This is an optimization exercise on Yosys and OpenROAD, whose aim is small area and a short achievable clock period, not a production implementation. In this exercise RTL edits were held to simulation tests only and were not proved equivalent to the original. Power is estimated from default activity; no workload was simulated.

--- config.mk ---
export PLATFORM = sky130hd
export DESIGN_NAME = dsconv_top
export DESIGN_NICKNAME = dsconv_top
export VERILOG_FILES = /design/flow/design.v
export SDC_FILE = /design/flow/constraint.sdc
export NUM_CORES = 4
export LEC_CHECK = 0
export CAP_MARGIN = 20
export CORE_MARGIN = 2
export CORE_UTILIZATION = 40
export SLEW_MARGIN = 20
--- constraint.sdc ---
create_clock -name core_clock -period 11.0 [get_ports {clk}]
set_input_delay 2.2000 -clock core_clock [delete_from_list [all_inputs] [get_ports {clk}]]
set_output_delay 2.2000 -clock core_clock [all_outputs]
set_load 0.01 [all_outputs]
--- design.v ---
`timescale 1ns/1ns
module dsconv_top (
    input  wire        clk,
    input  wire        rst,
    input  wire        start,
    input  wire [47:0] input_pixels,         
    output wire [6:0]  input_pixel_addr,
    output wire [11:0] output_pixel,
    output wire [6:0]  output_pixel_addr,
    output wire [1:0]  output_filter,
    output wire        ready,
    output wire        done
);
    localparam integer PW   = 12;
    localparam integer NCH  = 4;
    localparam integer DLEN = 34;     
    reg  [8:0] cnt;
    reg        hold;      
    reg        done_r;
    wire       take = start && !hold;
    always @(posedge clk) begin
        if (rst) begin
            cnt  <= 9'd0;
            hold <= 1'b0;
        end else begin
            if (take) cnt <= cnt + 9'd1;
            if (hold) begin
                if (done_r) hold <= 1'b0;
            end else if (take && cnt == 9'd511) begin
                hold <= 1'b1;
            end
        end
    end
    assign input_pixel_addr = cnt[6:0];
    reg [47:0]        x0;
    reg [DLEN*48-1:0] dl;     
    reg               v1;
    always @(posedge clk) begin
        x0 <= input_pixels;
        v1 <= take && !rst;
        if (v1) dl <= {dl[(DLEN-1)*48-1:0], x0};
    end
    wire [NCH*9*PW-1:0] win;
    genvar gc, gk;
    generate
        for (gc = 0; gc < NCH; gc = gc + 1) begin : g_ch
            for (gk = 0; gk < 9; gk = gk + 1) begin : g_tap
                localparam integer D = (2 - gk / 3) * 16 + (2 - gk % 3);
                if (D == 0) begin : g_x0
                    assign win[(gc*9 + gk)*PW +: PW] = x0[gc*PW +: PW];
                end else begin : g_dl
                    assign win[(gc*9 + gk)*PW +: PW] = dl[(D-1)*48 + gc*PW +: PW];
                end
            end
        end
    endgenerate
    function integer wd(input integer c, input integer k);
        wd = ((3 * c + k) % 7) - 3;
    endfunction
    reg signed [14:0] p_n [0:NCH-1];
    reg signed [14:0] q_n [0:NCH-1];
    reg signed [14:0] p2  [0:NCH-1];
    reg signed [14:0] q2  [0:NCH-1];
    reg               v2;
    integer c, k, w;
    always @(*) begin
        for (c = 0; c < NCH; c = c + 1) begin
            p_n[c] = 15'sd0;
            q_n[c] = 15'sd0;
            for (k = 0; k < 9; k = k + 1) begin
                w = wd(c, k);
                if (w == 3 || w == 2)   p_n[c] = p_n[c] + $signed(win[(c*9 + k)*PW +: PW]);
                if (w == -3 || w == -2) p_n[c] = p_n[c] - $signed(win[(c*9 + k)*PW +: PW]);
                if (w == 3 || w == 1)   q_n[c] = q_n[c] + $signed(win[(c*9 + k)*PW +: PW]);
                if (w == -3 || w == -1) q_n[c] = q_n[c] - $signed(win[(c*9 + k)*PW +: PW]);
            end
        end
    end
    always @(posedge clk) begin
        for (c = 0; c < NCH; c = c + 1) begin
            p2[c] <= p_n[c];
            q2[c] <= q_n[c];
        end
        v2 <= v1 && !rst;
    end
    reg signed [16:0] dsum [0:NCH-1];
    reg signed [11:0] d3   [0:NCH-1];
    reg               v3;
    always @(*) begin
        for (c = 0; c < NCH; c = c + 1) begin
            dsum[c] = ($signed({p2[c][14], p2[c]}) <<< 1) + q2[c];
        end
    end
    always @(posedge clk) begin
        for (c = 0; c < NCH; c = c + 1) begin
            if (dsum[c] > 17'sd32767)       d3[c] <= 12'sd2047;
            else if (dsum[c] < -17'sd32768) d3[c] <= -12'sd2048;
            else                            d3[c] <= dsum[c][15:4];
        end
        v3 <= v2 && !rst;
    end
    reg  [8:0] oc;
    reg        ready_r;
    reg        v4;
    wire [8:0] oc_next = oc + 9'd1;
    wire [1:0] f       = oc[8:7];
    wire signed [16:0] e  = d3[0] + d3[3];
    wire signed [16:0] d1 = d3[1];
    wire signed [16:0] d2 = d3[2];
    reg  signed [16:0] ra, rb, rc, rd, rk;
    wire signed [16:0] s = ra + rb + rc + rd + rk;
    reg         [10:0] p4;
    always @(*) begin
        case (f)
            2'd0: begin ra = ~(e <<< 2); rb = ~d1;        rc = d2 <<< 1;    rd = 17'sd0; rk = 17'sd2; end
            2'd1: begin ra = e;          rb = d1 <<< 2;   rc = ~(d2 <<< 1); rd = 17'sd0; rk = 17'sd1; end
            2'd2: begin ra = ~(e <<< 2); rb = e;          rc = d2 <<< 1;    rd = d2;     rk = 17'sd1; end
            default: begin ra = e <<< 1; rb = ~(d1 <<< 2); rc = ~d2;        rd = 17'sd0; rk = 17'sd2; end
        endcase
    end
    always @(posedge clk) begin
        p4 <= s[16] ? 11'd0 : s[14:4];
        v4 <= v3 && !rst;
    end
    wire        [15:0] pz = {5'd0, p4};
    wire signed [15:0] bn = (pz << 2) + (pz << 1) + (f[1] ? (pz << 1) : 16'd0)
                            + (f[0] ? pz : 16'd0) + {13'd0, f, 1'b0} - 16'd4;
    reg         [11:0] out_r;
    always @(posedge clk) begin
        out_r <= bn[14:3];
        if (rst) begin
            oc      <= 9'd511;
            ready_r <= 1'b0;
            done_r  <= 1'b0;
        end else begin
            if (v4) oc <= oc_next;
            ready_r <= v4 && oc_next[6:4] >= 3'd2 && oc_next[3:0] >= 4'd2;
            done_r  <= ready_r && oc == 9'd511;
        end
    end
    assign output_pixel      = out_r;
    assign output_pixel_addr = oc[6:0];
    assign output_filter     = oc[8:7];
    assign ready             = ready_r;
    assign done              = done_r;
endmodule
localparam integer PIX_W = 12;
localparam integer ACC_W = 28;     
localparam signed [ACC_W-1:0] PIXEL_MAX = (2 ** (12 - 1)) - 1;
localparam signed [ACC_W-1:0] PIXEL_MIN = -PIXEL_MAX - 1;
function automatic signed [8-1:0] dw_coeff(input integer c, input integer k);
    dw_coeff = ((3 * c + k) % 7) - 3;
endfunction
function automatic signed [8-1:0] pw_coeff(input integer f, input integer c);
    pw_coeff = ((5 * f + 3 * c) % 9) - 4;
endfunction
function automatic signed [12-1:0] saturate(input signed [ACC_W-1:0] value);
    if (value > PIXEL_MAX) begin
        saturate = PIXEL_MAX[12-1:0];
    end else if (value < PIXEL_MIN) begin
        saturate = PIXEL_MIN[12-1:0];
    end else begin
        saturate = value[12-1:0];
    end
endfunction
--- run.sh ---
#!/bin/bash
# synth_recipe.tcl (not shown) runs the flow's synth.tcl, then flattens the netlist and writes it again
# the make line also repeats each setting of config.mk as NAME=value (left out here)
make -C /OpenROAD-flow-scripts/flow DESIGN_CONFIG=/design/flow/config.mk WORK_HOME=/design/flow/orfs CLKGATE_MAP_FILE= SYNTH_SCRIPT=/design/flow/synth_recipe.tcl finish
==> impl_results.md <==
- Run status: no timing/DRC/antenna violations
- Initial antenna violation count: 3
- Clock net sink count: 1,880
- Post-cts hold buffer count: 0
- Part of the Yosys area used for sequential elements: 72.82%
- Number of rows in the core area: 157
- Number of failing hold endpoints at the final stage: 0
- Number of H-tree branching levels: 4
- Vias in the first global route: 33.71k
- Power per unit of standard cell area: 288.1 nW/um^2
- Count of buffers added by post-CTS timing repair for setup: 0
- Top library cells by usage in the layout, fill and taps aside: sky130_fd_sc_hd__edfxtp_1, sky130_fd_sc_hd__inv_1, sky130_fd_sc_hd__fa_1, sky130_fd_sc_hd__dfxtp_1, sky130_fd_sc_hd__ha_1
- Register-to-Register Setup Slack: 5.16 ns
- Max capacitance violation total: 0
- Number of nets in the finished design: 5,197
- Placer Congestion: 0.7749
- Unrepaired setup endpoints after global routing: false
- Post-detailed-routing wire length: 114.8 mm
- Primary FF master, synth: sky130_fd_sc_hd__edfxtp_1
- Leakage power: 31.38 nW
- Via count: 32.93k
- Inserted Clock Buffers: 192
- Critical path class: flip-flop to flip-flop
- Placeable core region: 183,500 sq um
- Worst Clk Skew: 0.04319 ns
- Logic gate share of total power: 36.4%
- Clock-pin slew of the registers on the worst-case setup and hold paths: 0.06 ns
- Maximum clock frequency: 171.2 MHz
- Post-synth EDFFs: 1,620
- Switching part of the total power: 33.30%
- Number of library cell types mapped by synthesis: 80
- CTS tree: built
- Worst VDD drop: 0.0003326 V
- Die Y: 434.0 microns
- Clock latency on the worst-skew pair: 0.82 ns
- Yosys warns: 7
- Final antenna-violating net count: 0
- CTS resizes: 0
- I/O pin cnt: 81
- Layout cell share with drive strength beyond 1: 7.753%
- Startpoint class of the critical path: flip-flop
- Die area: 188,300 sq um
- Clock Power Share: 27.3%
- Clk Tree Root Cell: sky130_fd_sc_hd__clkbuf_16
- Maximum number of buffers from clock root to sink: 3
- Final number of setup-violating endpoints: 0
- Total power: 0.02434 W
- Overflow after GRT: 0
- Total half-perimeter wirelength after legalization and detailed placement: 74.75 mm
- Maximum number of pins on one net before global-route repair: 198
- Actual slew at the worst max-slew pin: 1.151 ns
- DRC: 0
- Average instance area after synthesis: 17.28 sq um
- Count of buffers from port buffering: 80
- Ordered cell list for the critical path: ha_1 -> buf_4 -> inv_1 -> o221a_2 -> a21o_1 -> fa_1 -> fa_1 -> inv_1 -> ha_1 -> o21a_1 -> o21ai_0 -> a211o_1 -> a31oi_1 -> a41o_1 -> o41ai_2 -> xor2_2 -> nor3_1
- Number of detailed-routing iterations run before antenna repair: 5
- Starting density of the core: 40.31%
- Mean routed wirelength per cell: 16.00 microns
- Worst path buffer plus inverter count: 3
- Most common cell after layout, fill and taps aside: sky130_fd_sc_hd__edfxtp_1
- Fraction of registers with async set or reset after synthesis: 0%
- Crit path DAT: 6.52 ns
- Worst slew slack as a fraction of its limit: 23.28%
- Final sum of negative setup slack: 0 ns
- Global routing usage summed across all routing layers: 12.44%
- Shortest period the worst path allows: 5.840 ns
- Number of instances in the synthesized netlist: 4,280
- Reg power frac: 36.3%
- Worst Path Required: 11.68 ns
- Part of the cycle the worst path needs: 53.09%
- Internal: 0.01624 W
- Area grow syn2layout: 14.26%
- Critical-path top delay cell: sky130_fd_sc_hd__dfxtp_1
- CP max stage delay: 0.72 ns
- Crit-path max FO: 50
- Post-synthesis net count: 4,937
- Synthesis-stage register bit count: 1,880
- Starting DRC count in detailed routing: 2,134
- Kind of path behind the tightest hold check: flip-flop to flip-flop
- Switching pwr: 0.008105 W
- Final Max Slew Viols: 0
- Width of the die: 434.0 microns
- Fill cell instance count of the final layout: 15.75k
- Global-route wire length before repair: 183.8 mm
- Crit-path leading delay family: compound AO/OA/AOI/OAI gates
- Area of the mapped netlist: 73,960 sq um
- Post-detailed-route via-to-cell ratio: 4.590
- Crit end category: flip-flop
-- cell type report --
| type | instances | area [sq um] | area share [%] |
|---|---|---|---|
| timing repair buffer | 99 | 1022 | 1.210 |
| inverter | 578 | 2170 | 2.568 |
| antenna | 2 | 5.005 | 0.005923 |
| clock inverter | 108 | 1230 | 1.456 |
| tap | 2464 | 3083 | 3.648 |
| clock buffer | 254 | 5348 | 6.329 |
| multi-input combinational | 1789 | 17790 | 21.05 |
| sequential | 1880 | 53860 | 63.73 |
-- kinds of logic after synthesis --
| group | after synthesis | share of synthesized area, % |
|---|---|---|
| AND/OR/NAND/NOR | 450 | 2.871 |
| XOR/XNOR | 200 | 2.379 |
| multiplexers | 13 | 0.1895 |
| buffers and inverters | 611 | 3.140 |
| adder cells (fa/ha/maj) | 619 | 14.00 |
| flip-flops | 1880 | 72.82 |
| AO/OA/AOI/OAI | 507 | 4.602 |
-- synth_stat cells (6+ instances only) --
cell                          n  share of area [%]
sky130_fd_sc_hd__ha_1       254                4.3
sky130_fd_sc_hd__nor2_1     121               0.61
sky130_fd_sc_hd__inv_1      576                2.9
sky130_fd_sc_hd__a211oi_1    22               0.22
sky130_fd_sc_hd__a21oi_1    147               0.99
sky130_fd_sc_hd__and2_1       8              0.068
sky130_fd_sc_hd__o21a_1      25               0.25
sky130_fd_sc_hd__nand2_1    118               0.60
sky130_fd_sc_hd__o31ai_1      7              0.071
sky130_fd_sc_hd__dfxtp_1    260                7.0
sky130_fd_sc_hd__clkbuf_1    21               0.11
sky130_fd_sc_hd__nand4_1      6              0.051
sky130_fd_sc_hd__mux2_2       8               0.12
sky130_fd_sc_hd__buf_4        7              0.071
sky130_fd_sc_hd__a31o_2       8              0.095
sky130_fd_sc_hd__a41oi_1      7              0.083
sky130_fd_sc_hd__o2111a_1     6              0.091
sky130_fd_sc_hd__or2_2        8              0.068
sky130_fd_sc_hd__a21boi_0     9              0.091
sky130_fd_sc_hd__nand2b_1    13               0.11
sky130_fd_sc_hd__a21o_1      58               0.59
sky130_fd_sc_hd__o211ai_1    13               0.13
sky130_fd_sc_hd__o22ai_1      7              0.059
sky130_fd_sc_hd__nand3_1     35               0.24
sky130_fd_sc_hd__a31oi_1     18               0.15
sky130_fd_sc_hd__edfxtp_1  1620                 66
sky130_fd_sc_hd__and3_1      20               0.17
sky130_fd_sc_hd__xor2_1      61               0.72
sky130_fd_sc_hd__fa_1       352                9.5
sky130_fd_sc_hd__maj3_1      12               0.16
sky130_fd_sc_hd__nor2b_1     24               0.20
sky130_fd_sc_hd__nor3_1      65               0.44
sky130_fd_sc_hd__xnor2_1    138                1.6
sky130_fd_sc_hd__o21bai_1    27               0.27
sky130_fd_sc_hd__or3_1       17               0.14
sky130_fd_sc_hd__o21ai_0     87               0.59
-- final timing paths --
| kind | start | endpoint | cells past startpoint |
|---|---|---|---|
| max | oc[8]$_SDFFE_PP1P_ | p4[2]$_SDFF_PP0_ | 17 |
| max reg2reg | oc[8]$_SDFFE_PP1P_ | p4[2]$_SDFF_PP0_ | 17 |
| min | dl[1094]$_DFFE_PP_ | dl[1142]$_DFFE_PP_ | 0 |
| min reg2reg | dl[1094]$_DFFE_PP_ | dl[1142]$_DFFE_PP_ | 0 |
-- registers in the layout, indices dropped and copies added, names as in the netlist --
register and flops:
v2 1, v1 1, d3 48, ready_r 1
done_r 1, out_r 12, p4 11, oc 9
q2 56, dl 1620, v4 1, hold 1
p2 60, x0 48, v3 1, cnt 9
-- worst register-to-register path, cell delays in order (launching register included) --
cell and delay (ns):
sky130_fd_sc_hd__dfxtp_1 0.72, sky130_fd_sc_hd__ha_1 0.26, sky130_fd_sc_hd__buf_4 0.44, sky130_fd_sc_hd__inv_1 0.55, sky130_fd_sc_hd__o221a_2 0.28, sky130_fd_sc_hd__a21o_1 0.17, sky130_fd_sc_hd__fa_1 0.52, sky130_fd_sc_hd__fa_1 0.55
sky130_fd_sc_hd__inv_1 0.05, sky130_fd_sc_hd__ha_1 0.30, sky130_fd_sc_hd__o21a_1 0.11, sky130_fd_sc_hd__o21ai_0 0.20, sky130_fd_sc_hd__a211o_1 0.19, sky130_fd_sc_hd__a31oi_1 0.17, sky130_fd_sc_hd__a41o_1 0.32, sky130_fd_sc_hd__o41ai_2 0.33
sky130_fd_sc_hd__xor2_2 0.43, sky130_fd_sc_hd__nor3_1 0.13
-- layer usage --
| metal | vias to the layer above | share of wire [%] | GRT usage [%] |
|---|---|---|---|
| met4 | 0 | 2.3 | 4.201 |
| met3 | 195 | 3.7 | 2.492 |
| met1 | 16480 | 50 | 18.31 |
| met2 | 430 | 44 | 18.48 |
| li1 | 15820 | - | - |
| met5 | - | 0 | 0 |
-- through the flow --
stage               util (%)  setup slack [ns]  instance area (sq um)  hold WS [ns]  instances
CTS                    46.05             5.070                  84490        0.3813       7172
detailed placement     42.47             5.142                  77910        0.3905       6810
floorplan                  -           -0.8527                  73960        0.3855       4280
global route           46.05             4.641                  84500        0.3986       7173
global placement       42.47             5.264                  77910        0.3881       6810
finish                 46.06             5.160                  84500        0.3943       7174
-- power groups by stage --
stage / logic (W) / clock network, W / registers, W
6_report: 0.00887 / 0.00664 / 0.00883
5_1_grt: 0.0102 / 0.00716 / 0.00891
4_1_cts: 0.00912 / 0.00688 / 0.00885
3_5_place_dp: 0.00903 / 0 / 0.00900
3_3_place_gp: 0.00894 / 0 / 0.00898
2_1_floorplan: 0.00669 / 0 / 0.00905

## separate check: timing with driven ports
How much do the figures lean on ideal ports? The routed layout below was timed once more, with nothing changed but the port constraints. Step 1 (the two cells are an assumption about what drives the block):
set clk [get_ports {clk}]
set_driving_cell -lib_cell sky130_fd_sc_hd__clkbuf_16 $clk
set_driving_cell -lib_cell sky130_fd_sc_hd__buf_2 [delete_from_list [all_inputs] $clk]
Step 2 times the ports against the registers' clock, not the clock port: input delays grow and output delays shrink by t, the midpoint of the rising clock arrivals with the driver on. Three values: ideal ports, drivers, drivers and shift; two values: the first two.
shift t [ns]: 0.885
setup WS [ns]: 5.160 / 5.160 / 5.160
clock arrival spread, ns: 0.047 / 0.047
After both steps this run still meets setup and hold. The setup slack of this run moves by 0.000 ns with the drivers and by 0.000 ns with both steps.
